Context: an optimization exercise on an open-source flow, tuned for small area, a short achievable clock period and few clock cycles. The choices shown serve that exercise and are no tape-out recipe.
Function was not checked in any run shown here: the RTL went through the layout flow alone.
Power is estimated from default activity; no workload was simulated.

<file path="design/flow/run.sh">
#!/bin/bash
# synth_recipe.tcl (not shown) runs the flow's synth.tcl, then flattens the netlist and writes it again
# the make line also repeats each setting of config.mk as NAME=value (left out here)
make -C /OpenROAD-flow-scripts/flow DESIGN_CONFIG=/design/flow/config.mk WORK_HOME=/design/flow/orfs CLKGATE_MAP_FILE= SYNTH_SCRIPT=/design/flow/synth_recipe.tcl finish
</file>
<file path="design/flow/config.mk">
export PLATFORM = sky130hd
export DESIGN_NAME = redmule_streamer
export DESIGN_NICKNAME = redmule_streamer
export VERILOG_FILES = /design/flow/design.v
export SDC_FILE = /design/flow/constraint.sdc
export NUM_CORES = 4
export LEC_CHECK = 0
export CAP_MARGIN = 20
export CORE_MARGIN = 2
export CORE_UTILIZATION = 40
export SLEW_MARGIN = 20
</file>
<file path="design/flow/constraint.sdc">
create_clock -name core_clock -period 5.5 [get_ports {clk_i}]
set_input_delay 1.1000 -clock core_clock [delete_from_list [all_inputs] [get_ports {clk_i}]]
set_output_delay 1.1000 -clock core_clock [all_outputs]
set_load 0.01 [all_outputs]
</file>
<file path="design/flow/design.v">
package streamer_pkg;
  typedef logic [32-1:0] data_t;
  typedef logic [32-1:0] addr_t;
  typedef logic [16-1:0]  len_t;
  typedef logic [$clog2(4)-1:0] ch_idx_t;
  localparam ch_idx_t CH_X = 2'd0;
  localparam ch_idx_t CH_W = 2'd1;
  localparam ch_idx_t CH_Y = 2'd2;
  localparam ch_idx_t CH_Z = 2'd3;
  typedef struct packed {
    addr_t base;
    addr_t stride;
    len_t  len;
  } ch_cfg_t;
  typedef struct packed {
    addr_t addr;
    logic  we;
    data_t wdata;
  } mem_req_t;
  typedef struct packed {
    logic  rvalid;
    data_t rdata;
  } mem_rsp_t;
  typedef struct packed {
    addr_t addr;
    data_t wdata;
  } store_item_t;
endpackage
`timescale 1ns/1ps
module stream_fifo #(
  parameter int unsigned WIDTH  = 1,
  parameter int unsigned DEPTH  = 4,
  localparam int unsigned CNT_W = $clog2(DEPTH + 1),
  localparam int unsigned PTR_W = (DEPTH > 1) ? $clog2(DEPTH) : 1
) (
  input  logic             clk_i,
  input  logic             rst_n_i,
  input  logic             push_i,
  input  logic [WIDTH-1:0] item_i,
  output logic             full_o,
  input  logic             pop_i,
  output logic [WIDTH-1:0] item_o,
  output logic             empty_o,
  output logic [CNT_W-1:0] free_o
);
  logic [WIDTH-1:0] mem_q [DEPTH];
  logic [PTR_W-1:0] wr_ptr_q;
  logic [PTR_W-1:0] rd_ptr_q;
  logic [CNT_W-1:0] count_q;
  logic             push_en;
  logic             pop_en;
  assign empty_o = (count_q == '0);
  assign full_o  = (count_q == CNT_W'(DEPTH));
  assign free_o  = CNT_W'(DEPTH) - count_q;
  assign item_o  = mem_q[rd_ptr_q];
  assign pop_en  = pop_i && !empty_o;
  assign push_en = push_i && (!full_o || pop_i);
  always_ff @(posedge clk_i) begin
    if (!rst_n_i) begin
      wr_ptr_q <= '0;
      rd_ptr_q <= '0;
      count_q  <= '0;
    end else begin
      if (push_en) begin
        wr_ptr_q <= (wr_ptr_q == PTR_W'(DEPTH - 1)) ? '0 : wr_ptr_q + 1'b1;
      end
      if (pop_en) begin
        rd_ptr_q <= (rd_ptr_q == PTR_W'(DEPTH - 1)) ? '0 : rd_ptr_q + 1'b1;
      end
      if (push_en && !pop_en) begin
        count_q <= count_q + 1'b1;
      end else if (pop_en && !push_en) begin
        count_q <= count_q - 1'b1;
      end
    end
  end
  always_ff @(posedge clk_i) begin
    if (push_en) begin
      mem_q[wr_ptr_q] <= item_i;
    end
  end
endmodule
`timescale 1ns/1ps
module load_source (
  input  logic                  clk_i,
  input  logic                  rst_n_i,
  input  logic                  start_i,
  input  streamer_pkg::ch_cfg_t cfg_i,
  output logic                  elig_o,
  output streamer_pkg::addr_t   addr_nx_o,
  output streamer_pkg::addr_t   stride_nx_o,
  input  logic                  fire_i,
  input  streamer_pkg::addr_t   addr_inc_i,
  input  streamer_pkg::data_t   rdata_i,
  output logic                  valid_o,
  input  logic                  ready_i,
  output streamer_pkg::data_t   data_o,
  output logic                  done_o
);
  logic                busy_q;
  logic                done_q;
  logic                arr_q;      
  logic                full_q;     
  logic                nz_q;       
  streamer_pkg::len_t  rleft_q;
  streamer_pkg::addr_t addr_q;
  streamer_pkg::addr_t stride_q;
  streamer_pkg::data_t data_q;
  logic                start_ok;
  logic                full_d;
  assign start_ok = start_i && !busy_q;
  assign full_d   = arr_q || (full_q && !ready_i);
  assign elig_o = busy_q ? (nz_q && !fire_i && !full_d)
                         : (start_ok && (cfg_i.len != '0));
  assign addr_nx_o   = start_ok ? cfg_i.base : addr_q;
  assign stride_nx_o = start_ok ? cfg_i.stride : stride_q;
  assign valid_o = full_q;
  assign data_o  = data_q;
  assign done_o  = done_q;
  always_ff @(posedge clk_i) begin
    if (!rst_n_i) begin
      busy_q <= 1'b0;
      done_q <= 1'b0;
      arr_q  <= 1'b0;
      full_q <= 1'b0;
    end else begin
      arr_q  <= fire_i;
      full_q <= full_d;
      done_q <= 1'b0;
      if (start_ok) begin
        busy_q <= (cfg_i.len != '0);
        done_q <= (cfg_i.len == '0);
      end else if (busy_q && !nz_q && !full_d) begin
        busy_q <= 1'b0;
        done_q <= 1'b1;
      end
    end
  end
  always_ff @(posedge clk_i) begin
    if (start_ok) begin
      rleft_q  <= cfg_i.len;
      nz_q     <= (cfg_i.len != '0);
      addr_q   <= cfg_i.base;
      stride_q <= cfg_i.stride;
    end else if (fire_i) begin
      rleft_q <= rleft_q - 1'b1;
      nz_q    <= (rleft_q != streamer_pkg::len_t'(1));
      addr_q  <= addr_inc_i;
    end
  end
  always_ff @(posedge clk_i) begin
    if (arr_q) begin
      data_q <= rdata_i;
    end
  end
endmodule
`timescale 1ns/1ps
module store_sink (
  input  logic                  clk_i,
  input  logic                  rst_n_i,
  input  logic                  start_i,
  input  streamer_pkg::ch_cfg_t cfg_i,
  input  logic                  valid_i,
  output logic                  ready_o,
  input  streamer_pkg::data_t   data_i,
  output logic                  elig_o,
  output streamer_pkg::addr_t   addr_nx_o,
  output streamer_pkg::addr_t   stride_nx_o,
  output streamer_pkg::data_t   wdata_o,
  input  logic                  fire_i,
  input  streamer_pkg::addr_t   addr_inc_i,
  output logic                  done_o
);
  logic                busy_q;
  logic                done_q;
  logic                rdy_q;
  logic                full_q;     
  logic                one_q;      
  streamer_pkg::len_t  wleft_q;
  streamer_pkg::addr_t addr_q;
  streamer_pkg::addr_t stride_q;
  streamer_pkg::data_t data_q;
  logic                start_ok;
  logic                push;
  logic                last;
  logic                busy_d;
  logic                full_d;
  assign start_ok = start_i && !busy_q;
  assign push     = valid_i && rdy_q;
  assign last     = fire_i && one_q;
  assign full_d   = push || (full_q && !fire_i);
  assign busy_d   = busy_q ? !last : (start_ok && (cfg_i.len != '0));
  assign elig_o      = busy_q && full_d;
  assign addr_nx_o   = start_ok ? cfg_i.base : addr_q;
  assign stride_nx_o = start_ok ? cfg_i.stride : stride_q;
  assign ready_o = rdy_q;
  assign wdata_o = data_q;
  assign done_o  = done_q;
  always_ff @(posedge clk_i) begin
    if (!rst_n_i) begin
      busy_q <= 1'b0;
      done_q <= 1'b0;
      rdy_q  <= 1'b0;
      full_q <= 1'b0;
    end else begin
      busy_q <= busy_d;
      rdy_q  <= busy_d && !full_d;
      full_q <= full_d;
      done_q <= busy_q ? last : (start_ok && (cfg_i.len == '0));
    end
  end
  always_ff @(posedge clk_i) begin
    if (start_ok) begin
      wleft_q  <= cfg_i.len;
      one_q    <= (cfg_i.len == streamer_pkg::len_t'(1));
      addr_q   <= cfg_i.base;
      stride_q <= cfg_i.stride;
    end else if (fire_i) begin
      wleft_q <= wleft_q - 1'b1;
      one_q   <= (wleft_q == streamer_pkg::len_t'(2));
      addr_q  <= addr_inc_i;
    end
  end
  always_ff @(posedge clk_i) begin
    if (push) begin
      data_q <= data_i;
    end
  end
endmodule
`timescale 1ns/1ps
module tcdm_arbiter (
  input  logic                                         clk_i,
  input  logic                                         rst_n_i,
  input  logic [4-1:0]                    elig_i,
  input  logic [4*32-1:0]   addr_nx_i,
  input  logic [4*32-1:0]   stride_nx_i,
  input  logic                                         mem_gnt_i,
  output logic                                         req_o,
  output streamer_pkg::addr_t                          addr_o,
  output logic [4-1:0]                    sel_o,
  output logic [4-1:0]                    fire_o,
  output streamer_pkg::addr_t                          addr_inc_o
);
  localparam int unsigned N_CH = 4;
  localparam int unsigned AW   = 32;
  logic                req_q;
  logic [N_CH-1:0]     sel_q;
  streamer_pkg::addr_t addr_q;
  streamer_pkg::addr_t stride_q;
  logic [N_CH-1:0]     pick;
  logic [N_CH-1:0]     sel_nx;
  logic                hold;
  streamer_pkg::addr_t addr_d;
  streamer_pkg::addr_t stride_d;
  always_comb begin
    logic [2*N_CH-1:0] dbl;
    logic              found;
    pick  = '0;
    found = 1'b0;
    dbl   = {elig_i, elig_i};
    for (int unsigned p = 0; p < N_CH; p++) begin
      if (sel_q[p]) begin
        for (int unsigned off = 1; off <= N_CH; off++) begin
          if (!found && dbl[p + off]) begin
            found = 1'b1;
            pick[(p + off) % N_CH] = 1'b1;
          end
        end
      end
    end
  end
  assign hold   = req_q && !mem_gnt_i;
  assign sel_nx = hold ? sel_q : pick;
  assign req_o  = req_q;
  assign addr_o = addr_q;
  assign sel_o  = sel_q;
  assign fire_o = (req_q && mem_gnt_i) ? sel_q : '0;
  always_comb begin
    addr_d   = '0;
    stride_d = '0;
    for (int unsigned c = 0; c < N_CH; c++) begin
      addr_d   = addr_d   | ({AW{sel_nx[c]}} & addr_nx_i[c*AW +: AW]);
      stride_d = stride_d | ({AW{sel_nx[c]}} & stride_nx_i[c*AW +: AW]);
    end
  end
  always_ff @(posedge clk_i) begin
    if (!rst_n_i) begin
      req_q <= 1'b0;
      sel_q <= N_CH'(1);
    end else if (!hold) begin
      req_q <= (elig_i != '0);
      if (elig_i != '0) begin
        sel_q <= pick;
      end
    end
  end
  always_ff @(posedge clk_i) begin
    addr_q   <= addr_d;
    stride_q <= stride_d;
  end
  always_comb begin
    logic [AW-1:0] g;
    logic [AW-1:0] p;
    logic [AW-1:0] gn;
    logic [AW-1:0] pn;
    g = addr_q & stride_q;
    p = addr_q ^ stride_q;
    for (int unsigned lvl = 0; lvl < $clog2(AW); lvl++) begin
      gn = g;
      pn = p;
      for (int unsigned i = 0; i < AW; i++) begin
        if (i[lvl]) begin
          gn[i] = g[i] | (p[i] & g[((i >> lvl) << lvl) - 1]);
          pn[i] = p[i] & p[((i >> lvl) << lvl) - 1];
        end
      end
      g = gn;
      p = pn;
    end
    addr_inc_o = (addr_q ^ stride_q) ^ {g[AW-2:0], 1'b0};
  end
endmodule
`timescale 1ns/1ps
module redmule_streamer (
  input  logic                   clk_i,
  input  logic                   rst_n_i,
  input  logic                   x_start_i,
  input  streamer_pkg::ch_cfg_t  x_cfg_i,
  output logic                   x_valid_o,
  input  logic                   x_ready_i,
  output streamer_pkg::data_t    x_data_o,
  output logic                   x_done_o,
  input  logic                   w_start_i,
  input  streamer_pkg::ch_cfg_t  w_cfg_i,
  output logic                   w_valid_o,
  input  logic                   w_ready_i,
  output streamer_pkg::data_t    w_data_o,
  output logic                   w_done_o,
  input  logic                   y_start_i,
  input  streamer_pkg::ch_cfg_t  y_cfg_i,
  output logic                   y_valid_o,
  input  logic                   y_ready_i,
  output streamer_pkg::data_t    y_data_o,
  output logic                   y_done_o,
  input  logic                   z_start_i,
  input  streamer_pkg::ch_cfg_t  z_cfg_i,
  input  logic                   z_valid_i,
  output logic                   z_ready_o,
  input  streamer_pkg::data_t    z_data_i,
  output logic                   z_done_o,
  output logic                   mem_req_o,
  output streamer_pkg::mem_req_t mem_req_data_o,
  input  logic                   mem_gnt_i,
  input  streamer_pkg::mem_rsp_t mem_rsp_i
);
  logic [4-1:0] elig;
  logic [4-1:0] sel;
  logic [4-1:0] fire;
  streamer_pkg::addr_t       x_addr, x_stride;
  streamer_pkg::addr_t       w_addr, w_stride;
  streamer_pkg::addr_t       y_addr, y_stride;
  streamer_pkg::addr_t       z_addr, z_stride;
  streamer_pkg::addr_t       addr_inc;
  streamer_pkg::data_t       z_wdata;
  load_source i_x_source (
    .clk_i       (clk_i),     .rst_n_i    (rst_n_i),
    .start_i     (x_start_i), .cfg_i      (x_cfg_i),
    .elig_o      (elig[0]),
    .addr_nx_o   (x_addr),    .stride_nx_o (x_stride),
    .fire_i      (fire[0]),   .addr_inc_i (addr_inc),
    .rdata_i     (mem_rsp_i.rdata),
    .valid_o     (x_valid_o), .ready_i    (x_ready_i),
    .data_o      (x_data_o),  .done_o     (x_done_o)
  );
  load_source i_w_source (
    .clk_i       (clk_i),     .rst_n_i    (rst_n_i),
    .start_i     (w_start_i), .cfg_i      (w_cfg_i),
    .elig_o      (elig[1]),
    .addr_nx_o   (w_addr),    .stride_nx_o (w_stride),
    .fire_i      (fire[1]),   .addr_inc_i (addr_inc),
    .rdata_i     (mem_rsp_i.rdata),
    .valid_o     (w_valid_o), .ready_i    (w_ready_i),
    .data_o      (w_data_o),  .done_o     (w_done_o)
  );
  load_source i_y_source (
    .clk_i       (clk_i),     .rst_n_i    (rst_n_i),
    .start_i     (y_start_i), .cfg_i      (y_cfg_i),
    .elig_o      (elig[2]),
    .addr_nx_o   (y_addr),    .stride_nx_o (y_stride),
    .fire_i      (fire[2]),   .addr_inc_i (addr_inc),
    .rdata_i     (mem_rsp_i.rdata),
    .valid_o     (y_valid_o), .ready_i    (y_ready_i),
    .data_o      (y_data_o),  .done_o     (y_done_o)
  );
  store_sink i_z_sink (
    .clk_i       (clk_i),     .rst_n_i    (rst_n_i),
    .start_i     (z_start_i), .cfg_i      (z_cfg_i),
    .valid_i     (z_valid_i), .ready_o    (z_ready_o),
    .data_i      (z_data_i),
    .elig_o      (elig[3]),
    .addr_nx_o   (z_addr),    .stride_nx_o (z_stride),
    .wdata_o     (z_wdata),
    .fire_i      (fire[3]),   .addr_inc_i (addr_inc),
    .done_o      (z_done_o)
  );
  tcdm_arbiter i_arbiter (
    .clk_i       (clk_i),
    .rst_n_i     (rst_n_i),
    .elig_i      (elig),
    .addr_nx_i   ({z_addr, y_addr, w_addr, x_addr}),
    .stride_nx_i ({z_stride, y_stride, w_stride, x_stride}),
    .mem_gnt_i   (mem_gnt_i),
    .req_o       (mem_req_o),
    .addr_o      (mem_req_data_o.addr),
    .sel_o       (sel),
    .fire_o      (fire),
    .addr_inc_o  (addr_inc)
  );
  assign mem_req_data_o.we    = sel[3];
  assign mem_req_data_o.wdata = z_wdata;
endmodule
</file>
==> results of run 1 <==
kinds of logic (layout without fill, tap and decap cells):
| family | count (synthesis) | after routing |
|---|---|---|
| buffers and inverters | 230 | 776 |
| multiplexers | 43 | 43 |
| AO/OA/AOI/OAI | 614 | 614 |
| adder cells (fa/ha/maj) | 43 | 43 |
| AND/OR/NAND/NOR | 1128 | 1128 |
| other | 0 | 7 |
| XOR/XNOR | 63 | 63 |
| flip-flops | 537 | 537 |
state kept, by name, summed over array words and instances, names as in the netlist, 4 cells and up:
signal and cells:
i_x_source.data_q 32, i_arbiter.addr_q 32, i_w_source.rleft_q 16, i_arbiter.sel_q 4
i_y_source.stride_q 32, i_w_source.addr_q 32, i_arbiter.stride_q 32, i_w_source.data_q 32
i_z_sink.addr_q 32, i_z_sink.data_q 32, i_y_source.data_q 32, i_y_source.addr_q 32
i_x_source.addr_q 32, i_x_source.stride_q 32, i_z_sink.stride_q 32, i_z_sink.wleft_q 16
i_x_source.rleft_q 16, i_w_source.stride_q 32, i_y_source.rleft_q 16
worst min-delay path, delay by kind of cell (launching register included):
family        cells  cell delay [ps]
flops             1              310
simple gates      2              100
layout make-up:
cell class | count | area (sq um) | share of cell area, %
Sequential cell | 537 | 14000 | 41.54
Multi-Input combinational cell | 1891 | 10420 | 30.91
Timing Repair Buffer | 604 | 6016 | 17.85
Clock buffer | 78 | 1658 | 4.920
Tap cell | 837 | 1047 | 3.108
Clock inverter | 31 | 307.8 | 0.9134
Inverter | 63 | 236.5 | 0.7018
Antenna cell | 7 | 17.52 | 0.05198
power by group:
| group | switching (mW) | leakage [nW] | internal, mW |
|---|---|---|---|
| sequential | 0.299 | 4.84 | 4.97 |
| clock | 1.72 | 0.983 | 2.36 |
| combinational | 1.63 | 7.05 | 1.15 |
metal layers:
metal	part of all wire (%)	vias to the layer above	global-route usage [%]
met5	0.11	-	0
met4	3.4	16	10.83
met3	9.3	188	5.634
met2	46	1110	45.99
met1	41	10930	38.01
li1	-	10500	-
cells in the final DEF (no fill, tap or decap), types with 6 or more instances in the layout:
cell type        count
buf_4               35
nand4_1             42
diode_2              7
o22ai_1             62
clkbuf_8             6
clkbuf_16           61
ha_1                38
a21boi_0            55
nand3_1             12
nand2_1            674
o31ai_1             23
or3_1               64
nor2b_1             10
clkbuf_1             9
o21ai_1             13
o211ai_1            13
xnor2_1             45
nor2_1             144
inv_1               62
o21a_1              10
nor4_1              32
o2111ai_1           32
dfxtp_1            210
nor3_1              96
nand2b_1             7
a21oi_1             45
a221o_1              6
o21ai_0            288
a211oi_1             8
a21o_1               9
clkdlybuf4s50_1    564
mux2i_1             43
xor2_1              18
a31oi_1             15
edfxtp_1           324
clkinv_2            14
path summary, 6_finish.rpt:
check,start,to,slack [ps],cells after the start
worst max-delay path,x_cfg_i[1],i_arbiter.addr_q[21],1480,10
worst min-delay path,i_y_source.stride_q[2],i_y_source.stride_q[2],440,2
worst max register to register,i_x_source.arr_q,i_arbiter.addr_q[21],1970,8
worst min register to register,i_y_source.stride_q[2],i_y_source.stride_q[2],440,2
==> reports/results.txt, run 1 <==
Fraction of the mapped netlist area in adder cells -> 2.290%
Total GRT Usage -> 28.54%
Root Buffer -> clkbuf_16
CTS tree -> built
Simple-Gate Fraction of Synth Area -> 19.51%
Initial Util -> 40.57%
Post-route setup TNS -> 0 ps
Layout Nets -> 3594
Most common cell on crit path -> buf_4
Synth cell types -> 72
Leak -> 12.88 nW
Mapped Avg Cell Area -> 9.455 sq um
Status -> timing/DRC/antenna clean
I/O Pins -> 566
DRC -> 0
Die W -> 254.7 um
VDD IR-drop max -> 0.0002597 V
Die Y -> 254.7 um
Mapped Cells -> 2658
Clk latency of the worst-skew pair -> 630 ps
Main combinational cell family by area after synthesis -> simple AND/OR/NAND/NOR gates
Synth area leaders -> edfxtp_1 39%, dfxtp_1 17%, nand2_1 10%, o21ai_0 5.7%, nor2_1 2.2%
Hpwl dp -> 65840 um
WP data required -> 6050 ps
Setup Viol. Count Final -> 0
Port bufs -> 564
Vias per cell -> 5.619
Antenna-violating nets left -> 0
Post-synthesis compound-gate area fraction -> 15.10%
Synthesized area -> 0.02513 sq mm
Largest net degree at the start of global routing -> 66
Crit-path cells -> clkdlybuf4s50_1, nor4_1, a41oi_1, a41oi_4, buf_4, o21ai_2, a2111oi_4, buf_4, o21ai_0, o2111ai_1
CTS H-tree lvls -> 2
# Max-Cap Violations -> 0
Core ar. -> 0.06194 sq mm
Via count -> 22750
Dpl cells -> 3931
Total grt overflow -> 0
Post-CTS Hold Buffers -> 0
Post-synth top flop -> edfxtp_1
Minimum clock period -> 4024 ps
Crit-path leading delay family -> compound AO/OA/AOI/OAI gates
Placed cell areas -> 0.03169 sq mm
Tot Pwr -> 12.13 mW
Pins Over Slew Limit -> 0
Post-synth EDFFs -> 324
PD cells -> 360.0 mW/mm^2
Syn Nets -> 3097
Final Skew -> 16.70 ps
CP endpoint kind -> flip-flop
Yosys top cell area share -> 38.72%
Post-CTS Setup Repair Bufs -> 0
Syn-to-layout area delta -> 34.09%
Dpl ws -> 936.3 ps
Placer Congestion -> 0.9017
Worst Path Arrival -> 4570 ps
Post-Synth XOR/XNOR Area -> 2.196%
Fin util -> 54.40%
Post-cts sizing count -> 0
Total iterations of the first detailed-routing run -> 6
Worst-margin pin slew -> 1038 ps
Clock Sinks -> 537
Routed length per instance -> 23.68 um
Worst min-delay path class -> flip-flop to flip-flop
Yosys top cell by area -> edfxtp_1
Final wirelength -> 95860 um
Sequential fraction of the synthesis area -> 55.68%
Slowest cell on crit path -> buf_4
Ys async rst share -> 0%
Endpoints failing hold -> 0
CP Max Fanout -> 50
Clk slew on worst S/H paths -> 60 ps
Num CTS Buffers -> 58
Fin worst setup slack -> 1476 ps
Non-filler instance count after layout -> 4048
Fillers -> 5597
CP peak stage delay -> 670 ps
Yosys warning count -> 3
Crit path launch type -> primary input
Top cells by count, synth -> 680 x nand2_1, 324 x edfxtp_1, 288 x o21ai_0
Design area -> 0.03370 sq mm
F_max -> 248.5 MHz
Clock buffer depth -> 3
Share of post-route cells with drive strength above 1 -> 5.462%
Die Footprint -> 0.06485 sq mm
1st-iter DRT viols -> 1853
WP buf/inv -> 3
Global-route wire length before repair -> 139000 um
Flops & latches, synth -> 537
Slew HR -> 30.67%
Final Cycle Share -> 73.16%
Vias in the first global route -> 22120
Crit Path Category -> primary input to flip-flop
RSZ-0062 raised after global routing -> no
Number of antenna violations at the first check in global routing -> 13
Num rows -> 91
Share of synthesized area spent on multiplexers -> 1.713%
Fin Hold WS -> 444.8 ps
Top-count cell post-synth -> nand2_1
==> run 2, diff against run 1 <==
--- a/design/flow/config.mk
+++ b/design/flow/config.mk
@@ -10,2 +10,3 @@
 export CORE_UTILIZATION = 40
+export SETUP_SLACK_MARGIN = 2.5
 export SLEW_MARGIN = 20
==> run 2 against run 1 <==
Still clean. Area after synthesis unchanged. Wire length increased by 7.7%. Via count increased by 3.2%. Combinational power increased by 11%. Global-route usage increased by 1.3 points. Critical path type is now flip-flop to flip-flop. Largest cell class unchanged.
==> reports/results.txt, run 2 <==
Status -> timing/DRC/antenna clean
Dpl ws -> 1069 ps (+133.0 ps)
Yosys top cell area share -> 38.72% (unchanged)
# Max-Cap Violations -> 0 (unchanged)
Clk latency of the worst-skew pair -> 640 ps (about the same)
Fin worst setup slack -> 2491 ps (+1015 ps)
Num CTS Buffers -> 59 (+1.7%)
Clock buffer depth -> 3 (unchanged)
Minimum clock period -> 3009 ps (-1015 ps)
Clk slew on worst S/H paths -> 60 ps (about the same)
Logic pwr share -> 25.2% (+2.2 points)
Most common cell on crit path -> o2111a_2
Top-count cell post-synth -> nand2_1
Worst Path Arrival -> 3470 ps (-1100 ps)
I/O Pins -> 566 (unchanged)
Die Y -> 254.7 um (unchanged)
Mapped Avg Cell Area -> 9.455 sq um (unchanged)
Crit path launch type -> flip-flop
Final Skew -> 32.27 ps (+15.57 ps)
Commonest non-fill, non-tap cell in the layout -> nand2_1
Crit-path cells -> ha_2, a211o_1, a21oi_4, o211ai_1, o2111a_2, o2111a_2, or4_4, a31oi_1
CTS tree -> built
Sequential fraction of the synthesis area -> 55.68% (unchanged)
Global-route wire length before repair -> 145200 um (+4.5%)
Port bufs -> 564 (unchanged)
F_max -> 332.4 MHz (+34%)
Layout Nets -> 3652 (+1.6%)
Die W -> 254.7 um (unchanged)
Core ar. -> 0.06194 sq mm (unchanged)
Post-synth EDFFs -> 324 (unchanged)
Post-synth top flop -> edfxtp_1
Share of post-route cells with drive strength above 1 -> 8.648% (+3.2 points)
Worst min-delay path class -> flip-flop to flip-flop
Synth area leaders -> edfxtp_1 39%, dfxtp_1 17%, nand2_1 10%, o21ai_0 5.7%, nor2_1 2.2%
Endpoints failing hold -> 0 (unchanged)
Total GRT Usage -> 29.86% (+1.3 points)
Yosys top cell by area -> edfxtp_1
Root Buffer -> clkbuf_16
CP endpoint kind -> flip-flop
Die Footprint -> 0.06485 sq mm (unchanged)
Internal power -> 8.506 mW (+0.33%)
Synthesized area -> 0.02513 sq mm (unchanged)
P_sw -> 3.773 mW (+3.3%)
Worst-margin pin slew -> 1160 ps (+122.1 ps)
1st-iter DRT viols -> 1939 (+4.6%)
Final Cycle Share -> 54.70% (-18 points)
Vias in the first global route -> 22740 (+2.8%)
Top cells by count, synth -> 680 x nand2_1, 324 x edfxtp_1, 288 x o21ai_0
RSZ-0062 raised after global routing -> yes
Slew HR -> 22.68% (-8.0 points)
Post-CTS Hold Buffers -> 0 (unchanged)
Ys async rst share -> 0% (unchanged)
Number of antenna violations at the first check in global routing -> 20 (+7)
Clock Sinks -> 537 (unchanged)
Synth cell types -> 72 (unchanged)
Slowest cell on crit path -> or4_4
Clock Power Share -> 31.8% (-1.8 points)
VDD IR-drop max -> 0.0003403 V (+31%)
Reg power frac -> 43.0% (-0.4 points)
Commonest cells after routing, fill and taps aside -> 674 x nand2_1, 526 x clkdlybuf4s50_1, 324 x edfxtp_1, 284 x o21ai_0, 203 x dfxtp_1
CP Max Fanout -> 5 (-90%)
Syn Nets -> 3097 (unchanged)
Largest net degree at the start of global routing -> 119 (+80%)
Initial Util -> 40.57% (unchanged)
CTS H-tree lvls -> 2 (unchanged)
WP data required -> 5960 ps (-90 ps)
Num rows -> 91 (unchanged)
DRC -> 0 (unchanged)
Leak -> 13.62 nW (+5.8%)
Syn-to-layout area delta -> 39.40%
Antenna-violating nets left -> 0 (unchanged)
Switching Fraction -> 30.73% (+0.61 points)
Placer Congestion -> 0.8775 (-2.7%)
Hpwl dp -> 65580 um (-0.39%)
Total iterations of the first detailed-routing run -> 5 (-1)
Vias per cell -> 5.710 (+1.6%)
Post-route setup TNS -> 0 ps (unchanged)
Setup Viol. Count Final -> 0 (unchanged)
CP peak stage delay -> 540 ps (-130 ps)
Yosys warning count -> 3 (unchanged)
Via count -> 23480 (+3.2%)
Total grt overflow -> 0 (unchanged)
Flops & latches, synth -> 537 (unchanged)
PD cells -> 350.5 mW/mm^2 (-2.6%)
Routed length per instance -> 25.12 um (+6.1%)
Crit Path Category -> flip-flop to flip-flop
Pins Over Slew Limit -> 0 (unchanged)
Final wirelength -> 103300 um (+7.7%)
Fillers -> 5469 (-2.3%)
Mapped Cells -> 2658 (unchanged)
==> run 2: metrics by stage <==
step / utilization, % / hold WS, ps / cell area, sq um / power [mW] / std cells
finish: 56.56 / 441.2 / 35030 / 12.28 / 4112
global route: 56.53 / 460.0 / 35020 / 12.79 / 4106
CTS: 55.52 / 441.8 / 34390 / 12.15 / 4078
detailed placement: 51.17 / 426.9 / 31690 / 8.099 / 3930
global placement: 51.17 / 423.5 / 31690 / 8.007 / 3930
floorplan: - / 412.7 / 25140 / 6.870 / 2658
==> run 2: timing repair <==
action / CTS / global route
setup endpoints to repair: 142 / 124
gates cloned: 9 / 10
pin swaps: 27 / 29
setup buffers: 30 / 10
resized for setup: 79 / 81
==> run 2: cells by family (layout without fill, tap and decap cells) <==
| family | count (synthesis) | in the layout | synth area share, % |
|---|---|---|---|
| fa+ha+maj | 43 | 43 | 2.290 |
| xor+xnor | 63 | 63 | 2.196 |
| other cells | 0 | 14 | 0 |
| buf+inv | 230 | 829 | 3.505 |
| flops | 537 | 537 | 55.68 |
| mux | 43 | 43 | 1.713 |
| simple gates | 1128 | 1130 | 19.51 |
| compound gates | 614 | 616 | 15.10 |
==> run 2: layout make-up <==
type / instances / area [sq um] / area share (%)
well taps: 837 / 1047 / 2.989
multi-input cells: 1895 / 10890 / 31.07
clock buffers: 76 / 1622 / 4.629
diodes: 14 / 35.03 / 0.1000
repair buffers: 657 / 6947 / 19.83
flip-flops and latches: 537 / 14010 / 40.00
inverters: 63 / 236.5 / 0.6750
clock inverters: 33 / 246.5 / 0.7036
==> run 2: metal layers <==
metal	global-route usage [%]	routed length, um
met1	39.66	41480
met2	48.46	48500
met3	5.930	9816
met4	10.78	3419
met5	0	70
==> run 2: final timing paths <==
kind                        startpoint               endpoint  slack, ps  cells after the start
setup reg to reg   i_arbiter.addr_q[7]  i_w_source.addr_q[31]       2490                      8
hold reg to reg   i_z_sink.stride_q[3]   i_z_sink.stride_q[3]        440                      2
hold / removal    i_z_sink.stride_q[3]   i_z_sink.stride_q[3]        440                      2
setup / recovery   i_arbiter.addr_q[7]  i_w_source.addr_q[31]       2490                      8
==> run 2: critical path: cells and delay by family (launching register included) <==
family / cells / cell delay (ps)
DFF: 1 / 350
and+or+nand+nor: 1 / 540
AOI/OAI and AO/OA: 6 / 1730
adders and majority gates: 1 / 210
==> run 2: power groups by stage <==
stage | clock, mW | combinational (mW) | sequential [mW]
4_1_cts | 3.94 | 2.94 | 5.27
6_report | 3.90 | 3.10 | 5.28
5_1_grt | 4.09 | 3.37 | 5.32
3_5_place_dp | 0 | 2.75 | 5.35
3_3_place_gp | 0 | 2.68 | 5.33
2_1_floorplan | 0 | 1.62 | 5.25
==> run 3, diff against run 2 <==
==> design/flow/flow/run.sh (new file) <==
#!/bin/bash
# The standard layout, with the smallest buffer on every input and output port.
set -euo pipefail
cd "$(dirname "$0")/.."
export BUFFER_PORTS_ARGS="-buffer_cell sky130_fd_sc_hd__buf_1"
bash standard.sh > standard.log 2>&1
==> design/flow/standard.sh (new file) <==
#!/bin/bash
# synth_recipe.tcl (not shown) runs the flow's synth.tcl, then flattens the netlist and writes it again
# the make line also repeats each setting of config.mk as NAME=value (left out here)
make -C /OpenROAD-flow-scripts/flow DESIGN_CONFIG=/design/flow/config.mk WORK_HOME=/design/flow/orfs CLKGATE_MAP_FILE= SYNTH_SCRIPT=/design/flow/synth_recipe.tcl "${@:-finish}"
removed: design/flow/run.sh
==> run 3 against run 2 <==
Area after synthesis is the same. Die area is the same. Utilization shrank 6.7 points. Maximum frequency grew 0.31%. Register-to-register slack is essentially flat. First-iteration DRC count shrank 11%.
==> reports/results.txt, run 3 <==
Commonest cells after routing, fill and taps aside -> 674 x nand2_1, 563 x buf_1, 324 x edfxtp_1, 282 x o21ai_0, 205 x dfxtp_1
Tot Pwr -> 12.09 mW (-1.6%)
Yosys top cell by area -> edfxtp_1
Num rows -> 91 (unchanged)
Clock buffer depth -> 3 (unchanged)
Synth area leaders -> edfxtp_1 39%, dfxtp_1 17%, nand2_1 10%, o21ai_0 5.7%, nor2_1 2.2%
Syn-to-layout area delta -> 22.96%
Minimum clock period -> 2999 ps (-9.390 ps)
R2r setup slk -> 2500 ps (about the same)
VDD IR-drop max -> 0.0002536 V (-25%)
Worst min-delay path class -> flip-flop to flip-flop
Die Footprint -> 0.06485 sq mm (unchanged)
Global-route wire length before repair -> 138000 um (-5.0%)
Placer Congestion -> 0.8804 (+0.33%)
Antenna-violating nets left -> 0 (unchanged)
Mapped Avg Cell Area -> 9.455 sq um (unchanged)
Worst R2R Start -> i_arbiter.stride_q[8]
Worst Path Arrival -> 3470 ps (about the same)
Crit path launch type -> flip-flop
Crit-path cells -> ha_4, a211o_1, a21oi_4, o211ai_1, buf_4, o2111a_2, o2111a_1, or4_4, a31oi_1
Post-CTS Hold Buffers -> 0 (unchanged)
Yosys warning count -> 3 (unchanged)
1st-iter DRT viols -> 1733 (-11%)
Main combinational cell family by area after synthesis -> simple AND/OR/NAND/NOR gates
Port bufs -> 564 (unchanged)
Commonest non-fill, non-tap cell in the layout -> nand2_1
Post-synth top flop -> edfxtp_1
CP endpoint kind -> flip-flop
Routed length per instance -> 23.64 um (-5.9%)
Synth cell types -> 72 (unchanged)
CTS H-tree lvls -> 2 (unchanged)
Vias in the first global route -> 22230 (-2.2%)
Pins Over Slew Limit -> 0 (unchanged)
Sequential fraction of the synthesis area -> 55.68% (unchanged)
Slew HR -> 24.02% (+1.3 points)
Status -> timing/DRC/antenna clean
CP peak stage delay -> 530 ps (about the same)
F_max -> 333.4 MHz (+0.31%)
Fin util -> 49.89% (-6.7 points)
Simple-Gate Fraction of Synth Area -> 19.51% (unchanged)
Flops & latches, synth -> 537 (unchanged)
Via count -> 22950 (-2.2%)
Root Buffer -> clkbuf_16
Worst Min Path Start -> i_z_sink.stride_q[18]
Largest net degree at the start of global routing -> 119 (unchanged)
Crit. path cell count -> 9 (+1)
DRC -> 0 (unchanged)
WP data required -> 5970 ps (about the same)
PD cells -> 391.2 mW/mm^2 (+12%)
Mapped Cells -> 2658 (unchanged)
Post-synthesis compound-gate area fraction -> 15.10% (unchanged)
Total iterations of the first detailed-routing run -> 5 (unchanged)
Top cells by count, synth -> 680 x nand2_1, 324 x edfxtp_1, 288 x o21ai_0
Die Y -> 254.7 um (unchanged)
R2R cell count -> 9 (+1)
Clk latency of the worst-skew pair -> 640 ps (about the same)
# Max-Cap Violations -> 0 (unchanged)
Crit Path Category -> flip-flop to flip-flop
Share of post-route cells with drive strength above 1 -> 7.683% (-0.96 points)
CP Launch Point -> i_arbiter.stride_q[8]
Setup Viol. Count Final -> 0 (unchanged)
Leak -> 11.57 nW (-15%)
Final Skew -> 23.17 ps (-9.095 ps)
I/O Pins -> 566 (unchanged)
Fraction of the mapped netlist area in adder cells -> 2.290% (unchanged)
Ys async rst share -> 0% (unchanged)
Post-route setup TNS -> 0 ps (unchanged)
WP buf/inv -> 1 (+1)
Synthesized area -> 0.02513 sq mm (unchanged)
Clk slew on worst S/H paths -> 60 ps (about the same)
Syn Nets -> 3097 (unchanged)
Die W -> 254.7 um (unchanged)
Slowest cell on crit path -> or4_4
Endpoints failing hold -> 0 (unchanged)
Final wirelength -> 96230 um (-6.8%)
Total grt overflow -> 0 (unchanged)
Hold depth -> 2 (unchanged)
Hpwl dp -> 61890 um (-5.6%)
Final Cycle Share -> 54.53% (-0.17 points)
Top-count cell post-synth -> nand2_1
Post-synth EDFFs -> 324 (unchanged)
Layout Nets -> 3616 (-0.99%)
Worst-margin pin slew -> 1140 ps (-20.11 ps)
Num CTS Buffers -> 59 (unchanged)
Crit-path leading delay family -> compound AO/OA/AOI/OAI gates
Yosys top cell area share -> 38.72% (unchanged)
Clock Sinks -> 537 (unchanged)
CTS tree -> built
CP Max Fanout -> 4 (-1)
Number of antenna violations at the first check in global routing -> 15 (-25%)
RSZ-0062 raised after global routing -> yes
Worst r2r dst -> i_w_source.addr_q[31]
Vias per cell -> 5.639 (-1.2%)
Total GRT Usage -> 28.38% (-1.5 points)
Worst Setup EP -> i_w_source.addr_q[31]
Core ar. -> 0.06194 sq mm (unchanged)
Initial Util -> 40.57% (unchanged)
Share of synthesized area spent on multiplexers -> 1.713% (unchanged)
Post-Synth XOR/XNOR Area -> 2.196% (unchanged)
run 3: metal layers:
metal  up-vias  wire length, um  global-route usage [%]
li1      10570                -                       -
met1     10970            39130                   37.17
met2      1186            43870                   45.69
met3       213             9751                   6.930
met4        16             3374                   10.21
met5         -              100                       0
run 3: final cells by class:
class / instances / area [sq um]
well taps: 837 / 1047
clock buffers: 80 / 1700
multi-input cells: 1895 / 10800
repair buffers: 621 / 2788
clock inverters: 32 / 305.3
diodes: 5 / 12.51
fillers: 5799 / 31040
flip-flops and latches: 537 / 14010
inverters: 63 / 236.5
run 3: cell families after synthesis:
logic type,Yosys count
and+or+nand+nor,1128
muxes,43
adders and majority gates,43
AOI/OAI and AO/OA,614
buffers and inverters,230
xor gates and xnor gates,63
DFF,537
run 3: worst min-delay path, cell delays in order, from the launching register on:
cell and delay (ps):
dfxtp_1 300, nand2_1 40, nand2_1 60
run 3: how the worst min path moves through the flow:
stage / endpoint / slack, ps
final: i_z_sink.stride_q[18] / 440
after detailed placement: i_z_sink.stride_q[4] / 430
after global placement: i_y_source.stride_q[11] / 420
after global routing: i_w_source.stride_q[26] / 460
after floorplan: i_w_source.stride_q[0] / 410
after CTS: i_z_sink.stride_q[18] / 440
run 3: metrics by stage:
step                cells  hold slack [ps]  area, sq um  setup slack, ps
floorplan            2658            412.7        25140             2514
global placement     3922            423.2        28120             1153
detailed placement   3922            428.2        28120             1052
CTS                  4055            443.9        30520             2500
global route         4070            459.4        30900             2454
finish               4070            441.0        30900             2501
run 3: report_power, final:
part	internal, mW	switching [mW]	total, mW
clock	2.36	1.74	4.10
combinational	0.985	1.73	2.71
sequential	4.97	0.304	5.28
total	8.32	3.77	12.1
run 3: what timing repair did:
item                                    CTS  global route
resized for setup                        33            58
endpoints found under the setup margin  129           125
pin swaps                                12            15
gates cloned                              5             1
buffers inserted                         16             8
==> run 4, diff against run 3 <==
--- a/design/flow/config.mk
+++ b/design/flow/config.mk
@@ -10,3 +10,3 @@
 export CORE_UTILIZATION = 40
-export SETUP_SLACK_MARGIN = 2.5
+export SETUP_SLACK_MARGIN = 3.1
 export SLEW_MARGIN = 20
==> run 4 against run 3 <==
Total power up 7.7%. Synthesized cell count unchanged. Die area is the same. Largest power group unchanged. Highest routed layer unchanged.
==> reports/results.txt, run 4 <==
Worst Path Arrival -> 3500 ps (+30 ps)
Synth cell types -> 72 (unchanged)
Minimum clock period -> 2942 ps (-57.31 ps)
Worst Min Path Start -> i_y_source.stride_q[24]
Setup Viol. Count Final -> 0 (unchanged)
PD cells -> 383.4 mW/mm^2 (-2.0%)
Vias in the first global route -> 23320 (+4.9%)
Crit path launch type -> primary input
DRC -> 0 (unchanged)
GR Layer Usage met1 -> 39.72% (+2.6 points)
Total GRT Usage -> 31.10% (+2.7 points)
1st-iter DRT viols -> 2035 (+17%)
Fillers -> 5501 (-5.1%)
Commonest cells after routing, fill and taps aside -> 667 x nand2_1, 546 x buf_1, 324 x edfxtp_1, 194 x dfxtp_1, 141 x nor2_1
Routed length per instance -> 25.17 um (+6.5%)
Initial Util -> 40.57% (unchanged)
Global-route wire length before repair -> 149100 um (+8.0%)
Slowest cell on crit path -> nor4_4
CP peak stage delay -> 370 ps (-160 ps)
P_sw -> 4.140 mW (+9.9%)
Top-count cell post-synth -> nand2_1
CTS tree -> built
Hold Crit Endpoint -> i_y_source.stride_q[24]
Final Skew -> 20.88 ps (-2.295 ps)
Clock Sinks -> 537 (unchanged)
Reg power frac -> 40.6% (-3.1 points)
Total iterations of the first detailed-routing run -> 6 (+1)
Logic pwr share -> 26.8% (+4.4 points)
Clock Power Share -> 32.6% (-1.3 points)
Internal power -> 8.878 mW (+6.7%)
Num rows -> 91 (unchanged)
Port bufs -> 564 (unchanged)
Die Footprint -> 0.06485 sq mm (unchanged)
Number of antenna violations at the first check in global routing -> 11 (-4)
Fin Hold WS -> 445.9 ps (+4.825 ps)
R2R cell count -> 8 (-1)
Leak -> 12.73 nW (+10%)
Post-synth top flop -> edfxtp_1
Num CTS Buffers -> 59 (unchanged)
VDD IR-drop max -> 0.0002473 V (-2.4%)
Final wirelength -> 105100 um (+9.2%)
Commonest non-fill, non-tap cell in the layout -> nand2_1
Switching Fraction -> 31.80% (+0.64 points)
Antenna-violating nets left -> 0 (unchanged)
Core ar. -> 0.06194 sq mm (unchanged)
Yosys top cell area share -> 38.72% (unchanged)
Vias per cell -> 5.762 (+2.2%)
Top cells by count, synth -> 680 x nand2_1, 324 x edfxtp_1, 288 x o21ai_0
Status -> timing/DRC/antenna clean
RSZ-0062 raised after global routing -> yes
Layout Nets -> 3715 (+2.7%)
Worst r2r dst -> i_x_source.addr_q[31]
Clk latency of the worst-skew pair -> 630 ps (about the same)
Total grt overflow -> 0 (unchanged)
Mapped Avg Cell Area -> 9.455 sq um (unchanged)
Die W -> 254.7 um (unchanged)
Post-CTS Hold Buffers -> 0 (unchanged)
Via count -> 24050 (+4.8%)
CTS H-tree lvls -> 2 (unchanged)
Placed cell areas -> 0.02830 sq mm (+0.65%)
Clk slew on worst S/H paths -> 60 ps (about the same)
Post-route setup TNS -> 0 ps (unchanged)
CP endpoint kind -> flip-flop
Fin util -> 54.82% (+4.9 points)
Mapped Cells -> 2658 (unchanged)
Endpoints failing hold -> 0 (unchanged)
Sequential fraction of the synthesis area -> 55.68% (unchanged)
WP data required -> 6060 ps (+90 ps)
Die Y -> 254.7 um (unchanged)
Synthesized area -> 0.02513 sq mm (unchanged)
Worst-margin pin slew -> 1157 ps (+17.54 ps)
Hpwl dp -> 60760 um (-1.8%)
Pins Over Slew Limit -> 0 (unchanged)
Yosys warning count -> 3 (unchanged)
Hold depth -> 2 (unchanged)
Worst R2R Start -> i_arbiter.stride_q[19]
Crit Path Category -> primary input to flip-flop
# Max-Cap Violations -> 0 (unchanged)
Crit-path cells -> buf_8, nor4_4, a41oi_2, a41oi_4, buf_6, buf_12, buf_6, nand4b_1, a21oi_4, buf_12, buf_12, buf_8, buf_16, o21ai_2, nand4_1
Syn Nets -> 3097 (unchanged)
F_max -> 339.9 MHz (+1.9%)
Met2 usage -> 50.50% (+4.8 points)
Met3 Use GR -> 7.257% (+0.33 points)
Most common cell on crit path -> buf_12
Worst min-delay path class -> flip-flop to flip-flop
Final Cycle Share -> 53.49% (-1.0 points)
Slew HR -> 22.85% (-1.2 points)
Flops & latches, synth -> 537 (unchanged)
R2r setup slk -> 2590 ps (+90 ps)
Placer Congestion -> 0.8593 (-2.4%)
Design area -> 0.03396 sq mm (+9.9%)
Top Usage Layer GRT -> met2
Syn-to-layout area delta -> 35.13%
I/O Pins -> 566 (unchanged)
Post-synth EDFFs -> 324 (unchanged)
Yosys top cell by area -> edfxtp_1
Share of post-route cells with drive strength above 1 -> 16.99% (+9.3 points)
CP Max Fanout -> 6 (+2)
Ys async rst share -> 0% (unchanged)
Clock buffer depth -> 3 (unchanged)
Largest net degree at the start of global routing -> 115 (-3.4%)
Synth area leaders -> edfxtp_1 39%, dfxtp_1 17%, nand2_1 10%, o21ai_0 5.7%, nor2_1 2.2%
Root Buffer -> clkbuf_16
## run 4: cells by family (layout without fill, tap and decap cells)
group / Yosys count / after routing / synth area share, %
AND/OR/NAND/NOR: 1128 / 1133 / 19.51
XOR/XNOR: 63 / 63 / 2.196
flip-flops: 537 / 537 / 55.68
multiplexers: 43 / 43 / 1.713
buffers and inverters: 230 / 890 / 3.505
AO/OA/AOI/OAI: 614 / 617 / 15.10
adder cells (fa/ha/maj): 43 / 43 / 2.290
other: 0 / 11 / 0
## run 4: cell type report
class	instances	area [sq um]	area share (%)
sequential	537	14030	41.33
multi-input combinational	1899	12060	35.52
timing repair buffer	716	4468	13.16
clock buffer	84	1764	5.195
tap	837	1047	3.084
clock inverter	27	314.1	0.9248
inverter	63	239.0	0.7038
antenna	11	27.53	0.08106
## run 4: worst max-delay path by stage
stage	slack [ps]	from	end
floorplan	2690	x_cfg_i[2]	i_arbiter.addr_q[10]
global placement	1370	y_start_i	i_arbiter.addr_q[31]
finish	2560	x_cfg_i[14]	i_arbiter.stride_q[4]
CTS	2630	x_cfg_i[14]	i_arbiter.addr_q[0]
detailed placement	1300	y_start_i	i_arbiter.addr_q[29]
global route	2520	i_arbiter.addr_q[21]	i_x_source.addr_q[31]
## run 4: repair_timing
action                                  in CTS  in global routing
gates cloned                                36                  1
endpoints found under the hold margin        0                  0
resized for setup                          378                195
endpoints found under the setup margin     222                267
setup buffers                               71                 23
pin swaps                                  135                 91
## run 4: metal layers
layer / part of all wire, % / up-vias
met5: 0.069 / -
met4: 4.6 / 12
met3: 10 / 279
met2: 46 / 1362
met1: 39 / 11570
li1: - / 10830
## run 4: through the flow
step	instances	power (mW)	worst slack, ps
floorplan	2658	6.939	2694
global placement	3921	7.779	1374
detailed placement	3921	7.878	1302
CTS	4139	12.76	2627
global route	4165	13.49	2519
finish	4174	13.02	2558
## run 4: worst max-delay path: cells and delay by family
| family | cells | cell delay (ps) |
|---|---|---|
| compound gates | 4 | 750 |
| simple gates | 3 | 630 |
| buf+inv | 8 | 1010 |
## run 4: power by group through the flow
| stage | combinational [mW] | clock (mW) | sequential, mW |
|---|---|---|---|
| floorplan | 1.69 | 0 | 5.25 |
| global placement | 2.45 | 0 | 5.33 |
| detailed placement | 2.53 | 0 | 5.35 |
| CTS | 3.20 | 4.27 | 5.28 |
| global route | 3.73 | 4.43 | 5.33 |
| finish | 3.49 | 4.24 | 5.29 |

==> static timing again, ports no longer ideal <==
In the flow no input, the clock included, has a driving cell. The finished layouts below were timed again as built, in two steps. Step 1 assumes that a clkbuf_16 drives the clock port and a buf_2 every other input. Step 2 moves the port delays by t, midway between the first and last clock arrival at a register: inputs arrive t later, outputs are due t later. That takes back most of the time a late clock gives input paths. Three values: ideal, step 1, step 2; two values: the first two.
run	t, ns	setup slack, ns	worst hold slack (ns)	worst setup path at the end	slew at the worst register clock pin (ns)
run 1	0.692	1.476 / 1.502 / 0.810	0.445 / 0.445 / 0.445	input to register	0.07 / 0.07
run 2	0.692	2.491 / 2.491 / 1.879	0.441 / 0.441 / 0.441	input to register	0.07 / 0.07
run 3	0.691	2.501 / 2.501 / 1.874	0.441 / 0.441 / 0.441	input to register	0.07 / 0.07
run 4	0.688	2.558 / 2.559 / 1.872	0.446 / 0.446 / 0.446	input to register	0.07 / 0.07
After both steps every run listed still meets setup and hold. The setup slack of run 4, which loses most, moves by +0.001 ns with the drivers and by -0.686 ns with both steps.
